This design comes from an exercise in tuning for small area, a short achievable clock period and few clock cycles per item on the open sky130 flow, not from production work. Function was checked by simulation only, so behaviour that the tests miss may differ from the original. Power is estimated from default activity; no workload was simulated.

==> design.v <==
`timescale 1ns/1ps
module lsu_agu (
    input  logic        valid_i,
    input  logic [3:0]  op_i,
    input  logic [63:0] operand_a_i,
    input  logic [63:0] imm_i,
    input  logic [63:0] operand_b_i,
    input  logic [2:0]  trans_id_i,
    output logic        valid_o,
    output logic [63:0] vaddr_o,
    output logic [63:0] wdata_o,
    output logic [7:0]  be_o,
    output logic        fu_o,
    output logic [3:0]  op_o,
    output logic [2:0]  trans_id_o,
    output logic [3:0]  exc_cause_o,
    output logic [63:0] exc_tval_o,
    output logic        exc_valid_o
);
    localparam int unsigned XLEN    = 64;
    localparam int unsigned VA_BITS = 39;
    localparam logic [3:0] LD  = 4'd0;
    localparam logic [3:0] LW  = 4'd1;
    localparam logic [3:0] LWU = 4'd2;
    localparam logic [3:0] LH  = 4'd3;
    localparam logic [3:0] LHU = 4'd4;
    localparam logic [3:0] LB  = 4'd5;
    localparam logic [3:0] LBU = 4'd6;
    localparam logic [3:0] SD  = 4'd7;
    localparam logic [3:0] SW  = 4'd8;
    localparam logic [3:0] SH  = 4'd9;
    localparam logic [3:0] SB  = 4'd10;
    localparam logic LOAD  = 1'b0;
    localparam logic STORE = 1'b1;
    localparam logic [3:0] LD_ADDR_MISALIGNED = 4'd4;
    localparam logic [3:0] ST_ADDR_MISALIGNED = 4'd6;
    localparam logic [3:0] LOAD_PAGE_FAULT    = 4'd13;
    localparam logic [3:0] STORE_PAGE_FAULT   = 4'd15;
    logic [XLEN-1:0] vaddr;
    logic [7:0]      size_mask;
    logic            misaligned;
    logic            non_canonical;
    logic            fu;
    assign vaddr = imm_i + operand_a_i;
    assign fu = (op_i == SD || op_i == SW || op_i == SH || op_i == SB) ? STORE : LOAD;
    always_comb begin : size_decode
        size_mask  = '0;
        misaligned = 1'b0;
        case (op_i)
            LD, SD: begin
                size_mask  = 8'b1111_1111;
                misaligned = |vaddr[2:0];
            end
            LW, LWU, SW: begin
                size_mask  = 8'b0000_1111;
                misaligned = |vaddr[1:0];
            end
            LH, LHU, SH: begin
                size_mask  = 8'b0000_0011;
                misaligned = vaddr[0];
            end
            LB, LBU, SB: begin
                size_mask  = 8'b0000_0001;
            end
            default: ;
        endcase
    end
    assign be_o    = size_mask << vaddr[2:0];
    assign wdata_o = operand_b_i << {vaddr[2:0], 3'b000};
    assign non_canonical = !((&vaddr[XLEN-1:VA_BITS]) || !(|vaddr[XLEN-1:VA_BITS]));
    always_comb begin : exception_gen
        exc_valid_o = 1'b0;
        exc_cause_o = 4'd0;
        exc_tval_o  = '0;
        if (non_canonical) begin
            exc_valid_o = 1'b1;
            exc_tval_o  = vaddr;
            if (fu == STORE) begin
                exc_cause_o = STORE_PAGE_FAULT;
            end else begin
                exc_cause_o = LOAD_PAGE_FAULT;
            end
        end else if (misaligned) begin
            exc_valid_o = 1'b1;
            exc_tval_o  = vaddr;
            if (fu == STORE) begin
                exc_cause_o = ST_ADDR_MISALIGNED;
            end else begin
                exc_cause_o = LD_ADDR_MISALIGNED;
            end
        end
    end
    assign valid_o    = valid_i;
    assign vaddr_o    = vaddr;
    assign fu_o       = fu;
    assign op_o       = op_i;
    assign trans_id_o = trans_id_i;
endmodule
`timescale 1ns/1ps
module lsu_bypass #(
    parameter int unsigned W = 214
) (
    input  logic         clk_i,
    input  logic         rst_ni,
    input  logic [W-1:0] data_i,
    input  logic         pop_i,
    output logic [W-1:0] data_o,
    output logic         ready_o
);
    logic [W-1:0] mem_0_q;
    logic [W-1:0] mem_1_q;
    logic         rd_ptr_q;
    logic         wr_ptr_q;
    logic [1:0]   cnt_q;
    logic         empty;
    logic         push;
    logic         pop_head;
    assign empty   = (cnt_q == 2'd0);
    assign ready_o = empty;
    assign data_o = empty ? data_i : (rd_ptr_q ? mem_1_q : mem_0_q);
    assign push     = data_i[W-1] & empty & ~pop_i;
    assign pop_head = pop_i & ~empty;
    always_ff @(posedge clk_i or negedge rst_ni) begin : ctrl_regs
        if (!rst_ni) begin
            rd_ptr_q <= 1'b0;
            wr_ptr_q <= 1'b0;
            cnt_q    <= 2'd0;
        end else begin
            if (push) begin
                wr_ptr_q <= ~wr_ptr_q;
            end
            if (pop_head) begin
                rd_ptr_q <= ~rd_ptr_q;
            end
            cnt_q <= cnt_q + {1'b0, push} - {1'b0, pop_head};
        end
    end
    always_ff @(posedge clk_i) begin : entry_store
        if (push && !wr_ptr_q) begin
            mem_0_q <= data_i;
        end
        if (push && wr_ptr_q) begin
            mem_1_q <= data_i;
        end
        if (pop_head && !rd_ptr_q) begin
            mem_0_q[W-1] <= 1'b0;
        end
        if (pop_head && rd_ptr_q) begin
            mem_1_q[W-1] <= 1'b0;
        end
    end
endmodule
`timescale 1ns/1ps
module lsu_mem_unit #(
    parameter int unsigned MEM_DEPTH  = 16,
    parameter int unsigned TRANS_ID_W = 3
) (
    input  logic                  clk_i,
    input  logic                  rst_ni,
    input  logic                  valid_i,
    input  logic [63:0]           vaddr_i,
    input  logic [63:0]           wdata_i,
    input  logic [7:0]            be_i,
    input  logic                  fu_i,
    input  logic [3:0]            op_i,
    input  logic [TRANS_ID_W-1:0] trans_id_i,
    input  logic [3:0]            exc_cause_i,
    input  logic [63:0]           exc_tval_i,
    input  logic                  exc_valid_i,
    output logic                  pop_o,
    output logic                  result_valid_o,
    output logic [TRANS_ID_W-1:0] result_trans_id_o,
    output logic [63:0]           result_data_o,
    output logic [3:0]            result_exc_cause_o,
    output logic [63:0]           result_exc_tval_o,
    output logic                  result_exc_valid_o
);
    localparam int unsigned XLEN  = 64;
    localparam int unsigned BE_W  = XLEN / 8;
    localparam int unsigned IDX_W = $clog2(MEM_DEPTH);
    localparam logic [3:0] LD  = 4'd0;
    localparam logic [3:0] LW  = 4'd1;
    localparam logic [3:0] LWU = 4'd2;
    localparam logic [3:0] LH  = 4'd3;
    localparam logic [3:0] LHU = 4'd4;
    localparam logic [3:0] LB  = 4'd5;
    localparam logic [3:0] LBU = 4'd6;
    localparam logic STORE = 1'b1;
    logic [XLEN-1:0]       mem_q [MEM_DEPTH];
    logic [IDX_W-1:0]      idx;
    logic                  busy_q;
    logic                  res_valid_q;
    logic [TRANS_ID_W-1:0] res_tid_q;
    logic [XLEN-1:0]       res_data_q;
    logic [3:0]            res_cause_q;
    logic [XLEN-1:0]       res_tval_q;
    logic                  res_exc_q;
    logic [XLEN-1:0]       ld_data_q;
    logic [2:0]            ld_off_q;
    logic [3:0]            ld_op_q;
    logic [TRANS_ID_W-1:0] ld_tid_q;
    logic [XLEN-1:0]       ld_shifted;
    logic [XLEN-1:0]       ld_result;
    assign idx   = vaddr_i[3 +: IDX_W];
    assign pop_o = valid_i & ~busy_q;
    always_comb begin : load_extend
        ld_shifted = ld_data_q >> {ld_off_q, 3'b000};
        case (ld_op_q)
            LD:      ld_result = ld_shifted;
            LW:      ld_result = {{32{ld_shifted[31]}}, ld_shifted[31:0]};
            LWU:     ld_result = {32'b0, ld_shifted[31:0]};
            LH:      ld_result = {{48{ld_shifted[15]}}, ld_shifted[15:0]};
            LHU:     ld_result = {48'b0, ld_shifted[15:0]};
            LB:      ld_result = {{56{ld_shifted[7]}}, ld_shifted[7:0]};
            LBU:     ld_result = {56'b0, ld_shifted[7:0]};
            default: ld_result = '0;
        endcase
    end
    always_ff @(posedge clk_i or negedge rst_ni) begin : exec
        if (!rst_ni) begin
            busy_q      <= 1'b0;
            res_valid_q <= 1'b0;
            res_tid_q   <= '0;
            res_data_q  <= '0;
            res_cause_q <= '0;
            res_tval_q  <= '0;
            res_exc_q   <= 1'b0;
            for (int i = 0; i < MEM_DEPTH; i++) begin
                mem_q[i] <= '0;
            end
        end else begin
            res_valid_q <= 1'b0;
            busy_q      <= 1'b0;
            if (busy_q) begin
                res_valid_q <= 1'b1;
                res_tid_q   <= ld_tid_q;
                res_data_q  <= ld_result;
                res_cause_q <= '0;
                res_tval_q  <= '0;
                res_exc_q   <= 1'b0;
            end else if (pop_o) begin
                if (exc_valid_i) begin
                    res_valid_q <= 1'b1;
                    res_tid_q   <= trans_id_i;
                    res_data_q  <= '0;
                    res_cause_q <= exc_cause_i;
                    res_tval_q  <= exc_tval_i;
                    res_exc_q   <= exc_valid_i;
                end else if (fu_i == STORE) begin
                    for (int b = 0; b < BE_W; b++) begin
                        if (be_i[b]) begin
                            mem_q[idx][8*b +: 8] <= wdata_i[8*b +: 8];
                        end
                    end
                    res_valid_q <= 1'b1;
                    res_tid_q   <= trans_id_i;
                    res_data_q  <= '0;
                    res_cause_q <= '0;
                    res_tval_q  <= '0;
                    res_exc_q   <= 1'b0;
                end else begin
                    busy_q <= 1'b1;
                end
            end
        end
    end
    always_ff @(posedge clk_i) begin : load_capture
        if (pop_o) begin
            ld_data_q <= mem_q[idx];
            ld_off_q  <= vaddr_i[2:0];
            ld_op_q   <= op_i;
            ld_tid_q  <= trans_id_i;
        end
    end
    assign result_valid_o     = res_valid_q;
    assign result_trans_id_o  = res_tid_q;
    assign result_data_o      = res_data_q;
    assign result_exc_cause_o = res_cause_q;
    assign result_exc_tval_o  = res_tval_q;
    assign result_exc_valid_o = res_exc_q;
endmodule
`timescale 1ns/1ps
module lsu_top #(
    parameter int unsigned TRANS_ID_W = 3,
    parameter int unsigned MEM_DEPTH  = 16
) (
    input  logic                  clk_i,
    input  logic                  rst_ni,
    input  logic                  valid_i,
    input  logic [3:0]            op_i,
    input  logic [63:0]           operand_a_i,
    input  logic [63:0]           imm_i,
    input  logic [63:0]           operand_b_i,
    input  logic [TRANS_ID_W-1:0] trans_id_i,
    output logic                  ready_o,
    output logic                  result_valid_o,
    output logic [TRANS_ID_W-1:0] result_trans_id_o,
    output logic [63:0]           result_data_o,
    output logic [3:0]            result_exc_cause_o,
    output logic [63:0]           result_exc_tval_o,
    output logic                  result_exc_valid_o
);
    localparam int unsigned CTRL_W = 1 + 64 + 64 + 8 + 1 + 4 + TRANS_ID_W + 4 + 64 + 1;
    logic                  agu_valid;
    logic [63:0]           agu_vaddr;
    logic [63:0]           agu_wdata;
    logic [7:0]            agu_be;
    logic                  agu_fu;
    logic [3:0]            agu_op;
    logic [TRANS_ID_W-1:0] agu_tid;
    logic [3:0]            agu_cause;
    logic [63:0]           agu_tval;
    logic                  agu_exc;
    logic                  exe_valid;
    logic [63:0]           exe_vaddr;
    logic [63:0]           exe_wdata;
    logic [7:0]            exe_be;
    logic                  exe_fu;
    logic [3:0]            exe_op;
    logic [TRANS_ID_W-1:0] exe_tid;
    logic [3:0]            exe_cause;
    logic [63:0]           exe_tval;
    logic                  exe_exc;
    logic [CTRL_W-1:0]     agu_ctrl;
    logic [CTRL_W-1:0]     exe_ctrl;
    logic                  exe_pop;
    lsu_agu lsu_agu_i (
        .valid_i     ( valid_i     ),
        .op_i        ( op_i        ),
        .operand_a_i ( operand_a_i ),
        .imm_i       ( imm_i       ),
        .operand_b_i ( operand_b_i ),
        .trans_id_i  ( trans_id_i  ),
        .valid_o     ( agu_valid   ),
        .vaddr_o     ( agu_vaddr   ),
        .wdata_o     ( agu_wdata   ),
        .be_o        ( agu_be      ),
        .fu_o        ( agu_fu      ),
        .op_o        ( agu_op      ),
        .trans_id_o  ( agu_tid     ),
        .exc_cause_o ( agu_cause   ),
        .exc_tval_o  ( agu_tval    ),
        .exc_valid_o ( agu_exc     )
    );
    assign agu_ctrl = {agu_valid, agu_vaddr, agu_wdata, agu_be, agu_fu, agu_op,
                       agu_tid, agu_cause, agu_tval, agu_exc};
    lsu_bypass #(
        .W ( CTRL_W )
    ) lsu_bypass_i (
        .clk_i   ( clk_i    ),
        .rst_ni  ( rst_ni   ),
        .data_i  ( agu_ctrl ),
        .pop_i   ( exe_pop  ),
        .data_o  ( exe_ctrl ),
        .ready_o ( ready_o  )
    );
    assign {exe_valid, exe_vaddr, exe_wdata, exe_be, exe_fu, exe_op,
            exe_tid, exe_cause, exe_tval, exe_exc} = exe_ctrl;
    lsu_mem_unit #(
        .MEM_DEPTH  ( MEM_DEPTH  ),
        .TRANS_ID_W ( TRANS_ID_W )
    ) lsu_mem_unit_i (
        .clk_i              ( clk_i              ),
        .rst_ni             ( rst_ni             ),
        .valid_i            ( exe_valid          ),
        .vaddr_i            ( exe_vaddr          ),
        .wdata_i            ( exe_wdata          ),
        .be_i               ( exe_be             ),
        .fu_i               ( exe_fu             ),
        .op_i               ( exe_op             ),
        .trans_id_i         ( exe_tid            ),
        .exc_cause_i        ( exe_cause          ),
        .exc_tval_i         ( exe_tval           ),
        .exc_valid_i        ( exe_exc            ),
        .pop_o              ( exe_pop            ),
        .result_valid_o     ( result_valid_o     ),
        .result_trans_id_o  ( result_trans_id_o  ),
        .result_data_o      ( result_data_o      ),
        .result_exc_cause_o ( result_exc_cause_o ),
        .result_exc_tval_o  ( result_exc_tval_o  ),
        .result_exc_valid_o ( result_exc_valid_o )
    );
endmodule
==> run.sh <==
#!/bin/bash
# synth_recipe.tcl (not shown) runs the flow's synth.tcl, then flattens the netlist and writes it again
# the make line also repeats each setting of config.mk as NAME=value (left out here)
make -C /OpenROAD-flow-scripts/flow DESIGN_CONFIG=/design/flow/config.mk WORK_HOME=/design/flow/orfs CLKGATE_MAP_FILE= SYNTH_SCRIPT=/design/flow/synth_recipe.tcl finish
==> config.mk <==
export PLATFORM = sky130hd
export DESIGN_NAME = lsu_top
export DESIGN_NICKNAME = lsu_top
export VERILOG_FILES = /design/flow/design.v
export SDC_FILE = /design/flow/constraint.sdc
export NUM_CORES = 4
export LEC_CHECK = 0
export CAP_MARGIN = 20
export CORE_MARGIN = 2
export CORE_UTILIZATION = 40
export SLEW_MARGIN = 20
==> constraint.sdc <==
create_clock -name core_clock -period 7.0 [get_ports {clk_i}]
set_input_delay 1.4000 -clock core_clock [delete_from_list [all_inputs] [get_ports {clk_i}]]
set_output_delay 1.4000 -clock core_clock [all_outputs]
set_load 0.01 [all_outputs]
==> run_results.csv <==
group,metric,value,unit
die,die_h,431,um
clock_network,cts-root-buf,"clkbuf_16",
clock_network,tritoncts,"yes",
logic_synthesis,synth_area_leaders,"dfrtp_1 40%, edfxtp_1 16%, mux2_2 8.4%",
sta,max_freq,159,MHz
logic_synthesis,netlist_instances,6093,
die,die-width,431,um
sta,rsz0062_at_grt,"false",
sta,period_minus_slack,6.31,ns
worst_setup_path,criticalPathCategory,"in2reg",
logic_synthesis,synth_area_leader_cell,"dfrtp_1",
sta,timing.final.crit_share,0.901,
clock_network,ctsHoldBuffers,0,
placed_design,port_buffers,339,
power,powerDensity,247,nW/um^2
worst_setup_path,rrSetupSlack,2.49,ns
die,core,181000,um^2
run_status,status,"timing/DRC/antenna clean",
power,leakagePower,36.9,nW
route,vias,55600,
global_route,grt_max_degree,178,
placed_design,globalplace.congestion,0.925,
die,initial_core_util,0.403,
die,num_rows,156,
sta,whs,0.477,ns
hold_path,hold_path.startpoint,"lsu_bypass_i.cnt_q[1]",
hold_path,whs_endpoint,"lsu_bypass_i.cnt_q[1]",
power,ir_drop,0.000191,V
logic_synthesis,synth_flop_cell,"dfrtp_1",
worst_setup_path,endpoint_kind,"flop",
sta,slew_violations,0,
worst_setup_path,cp-start-kind,"input port",
route,drtAntennaViolNets,0,
logic_synthesis,synthesis.nets,6361,
global_route,overflow,0,
sta,hold_viol_final,0,
finish,finalInstanceArea,87800,um^2
die,ios,340,
hold_path,min_path_cells,1,
logic_synthesis,avgSynthCellArea,12.0,um^2
clock_network,clock_latency,0.83,ns
logic_synthesis,synth_edf_count,382,
sta,layout_setup_ws,0.691,ns
worst_setup_path,arrival,6.98,ns
worst_setup_path,r2r_cells,11,
route,avgRoutedWirePerCell,28.8,um
finish,layout-drive-gt1-share,0.217,
clock_network,cts.repair.resized,0,
logic_synthesis,synth.distinct_cells,88,
route,routed_via_density,6.18,
worst_setup_path,path_max_fanout,16,
clock_network,clkSinkCount,1548,
clock_network,clk_path_buf_depth,3,
sta,slew_headroom,0.249,
route,drtPass1Iterations,6,
logic_synthesis,ys_seq_area_frac,0.556,
clock_network,numCtsBuffers,167,
logic_synthesis,synth.top_cell.area_share,0.399,
global_route,grt_pass1_wl,382000,um
clock_network,htree_levels,4,
logic_synthesis,syn_area,73100,um^2
finish,fin_util,0.485,
route,drtIter0Drc,6093,
logic_synthesis,synth_seq_cells,1548,
global_route,antenna_found_initial,8,
finish,finalNetCount,6768,
placed_design,placement.cell_area,82400,um^2
worst_setup_path,rr_endpoint,"lsu_mem_unit_i.mem_q[6][48]",
worst_setup_path,r2r_start,"lsu_bypass_i.cnt_q[1]",
sta,tightest_slew,1.13,ns
hold_path,hold_path.class,"reg2reg",
placed_design,place_hpwl,176000,um
sta,finalSetupViolations,0,
logic_synthesis,async_reset_ff_frac,0.752,
die,die_area,186000,um^2
placed_design,post-place-ws,-0.0960,ns
finish,area_delta_synth_final,20.2,%
route,wl,259000,um
route,drc_errors,0,
global_route,grt_usage,0.274,
sta,fin_skew,0.0479,ns
clock_network,postCtsSetupRepairBufs,0,
job,drv_cap,0,
logic_synthesis,yosys_warnings,4,
global_route,grt_pass1_vias,55100,
worst_setup_path,cp.required,7.67,ns
clock_network,clk_pin_slew,0.06,ns
[how the worst max path moves through the flow]
stage | start | depth (start not counted) | slack, ns | to
floorplan | lsu_bypass_i.cnt_q[0] | 9 | 0.26 | lsu_bypass_i.mem_0_q[100]
global placement | operand_a_i[0] | 19 | -0.02 | lsu_mem_unit_i.mem_q[15][54]
detailed placement | operand_a_i[0] | 19 | -0.1 | lsu_mem_unit_i.mem_q[15][54]
CTS | operand_a_i[0] | 19 | 0.75 | lsu_mem_unit_i.mem_q[15][54]
global route | operand_a_i[0] | 19 | 0.53 | lsu_mem_unit_i.mem_q[15][54]
finish | operand_a_i[0] | 18 | 0.69 | lsu_mem_unit_i.mem_q[15][50]
[through the flow]
step | std cells | power [W] | TNS, ns
floorplan | 6093 | 0.0112 | 0
global placement | 8700 | 0.0130 | -0.102
detailed placement | 8700 | 0.0130 | -0.875
CTS | 9000 | 0.0218 | 0
global route | 9001 | 0.0224 | 0
finish | 9003 | 0.0217 | 0
[Yosys cell counts (14+ instances only)]
master        n
clkbuf_1    348
buf_1        81
inv_1        36
nand2b_1     54
edfxtp_1    382
o31ai_1      49
a21oi_1     304
dfrtp_1    1164
mux2_4       96
a22oi_1     326
a221oi_1     66
o22a_1       64
mux2i_1     209
nand3_1      97
nor2b_1      63
a221o_1      61
nor3_1       60
o2bb2ai_1   193
o21ai_0     481
ha_1         65
o211ai_1     14
and3_1       17
nor2_2       15
buf_2        61
a31oi_1      21
and2_1       30
a22o_1      196
a211oi_1     27
nand4_1     106
a21o_1       25
xor2_1       25
mux4_2       25
buf_4        15
xnor2_1      30
nor2_1      260
nand2_1     320
mux2_2      544
[sequential cells by signal, summed over array words and instances, names as in the netlist, 3 cells and up]
register,count
lsu_mem_unit_i.res_cause_q,3
lsu_bypass_i.mem_1_q,155
lsu_bypass_i.mem_0_q,155
lsu_mem_unit_i.res_tid_q,3
lsu_mem_unit_i.ld_off_q,3
lsu_mem_unit_i.res_data_q,64
lsu_mem_unit_i.ld_tid_q,3
lsu_mem_unit_i.mem_q,1024
lsu_mem_unit_i.ld_op_q,4
lsu_mem_unit_i.res_tval_q,64
lsu_mem_unit_i.ld_data_q,64
[critical path: stages]
cell,delay [ns]
clkdlybuf4s50_1,0.46
ha_4,0.22
fa_4,0.46
a21o_1,0.22
a221o_1,0.38
a22o_1,0.28
o2111ai_1,0.36
a21boi_0,0.17
a211oi_2,0.30
nand4_1,0.13
or4_1,0.56
nor4_1,0.35
mux2_2,0.30
buf_4,0.20
nand2_2,0.10
buf_12,0.20
a211oi_4,0.47
mux2_2,0.39
[cells in the final DEF, fill, tap and decap left out, drive strengths merged, types with 31 or more instances in the layout]
cell / count
o22a: 64
nand2: 321
inv: 45
mux2: 640
ha: 65
a221o: 61
o2bb2ai: 193
nand2b: 54
nor2: 275
buf: 408
mux2i: 209
a22oi: 326
dfrtp: 1164
nand4: 106
nand3: 97
a21oi: 306
o31ai: 49
a22o: 196
a221oi: 66
clkbuf: 263
clkdlybuf4s50: 338
o21ai: 485
edfxtp: 382
a211oi: 44
and2: 31
nor3: 60
nor2b: 63
[where the power goes]
part | leakage (nW) | internal (W) | switching, W
registers | 19.7 | 0.00945 | 0.000154
logic | 14.6 | 0.000985 | 0.00236
clock network | 2.64 | 0.00501 | 0.00377
[cell type report]
type	instances	area, um^2
Inverter	39	151
Sequential cell	1548	40600
Clock buffer	263	4960
Timing Repair Buffer	746	8060
Multi-Input combinational cell	3998	30600
Antenna cell	2	5.00
Tap cell	2370	2970
Clock inverter	37	448
Fill cell	16200	93300
[metal layers]
metal	vias up	wire, um	GRT usage	part of all wire
met1	28600	114000	0.398	0.44
met2	2608	114000	0.410	0.44
met5	-	12	0	0.000046
met3	463	22500	0.0585	0.087
li1	24000	-	-	-
met4	2	7760	0.0804	0.030
[cell families after synthesis]
kind of cell,synth area share
xor+xnor,0.00659
fa+ha+maj,0.0114
compound gates,0.186
buf+inv,0.0301
mux,0.140
simple gates,0.0700
flops,0.556
Testbench counts, summed over its fixed seeds: cycles 25,575, items 16,000.

## static timing again, ports no longer ideal
The results above use ideal ports. As a check the final layout listed here was re-extracted and re-timed, cells and wires unchanged. Step 1 sets driving cells, clkbuf_16 on the clock port and buf_2 on the other inputs (assumed; they add their load-dependent delay and slew). Step 2 times the ports against the registers' clock, not the clock port: input delays grow and output delays shrink by t, the midpoint of the rising clock arrivals with the driver on. Three values: no drivers, after step 1, after step 2; two values: the first two.
t (ns): 0.887
setup WS [ns]: 0.691 / 0.742 / -0.145
slew at the worst register clock pin (ns): 0.06 / 0.06
Met with ideal ports but missed after step 2: setup timing in this run. The setup slack of this run moves by +0.051 ns with the drivers and by -0.836 ns with both steps.
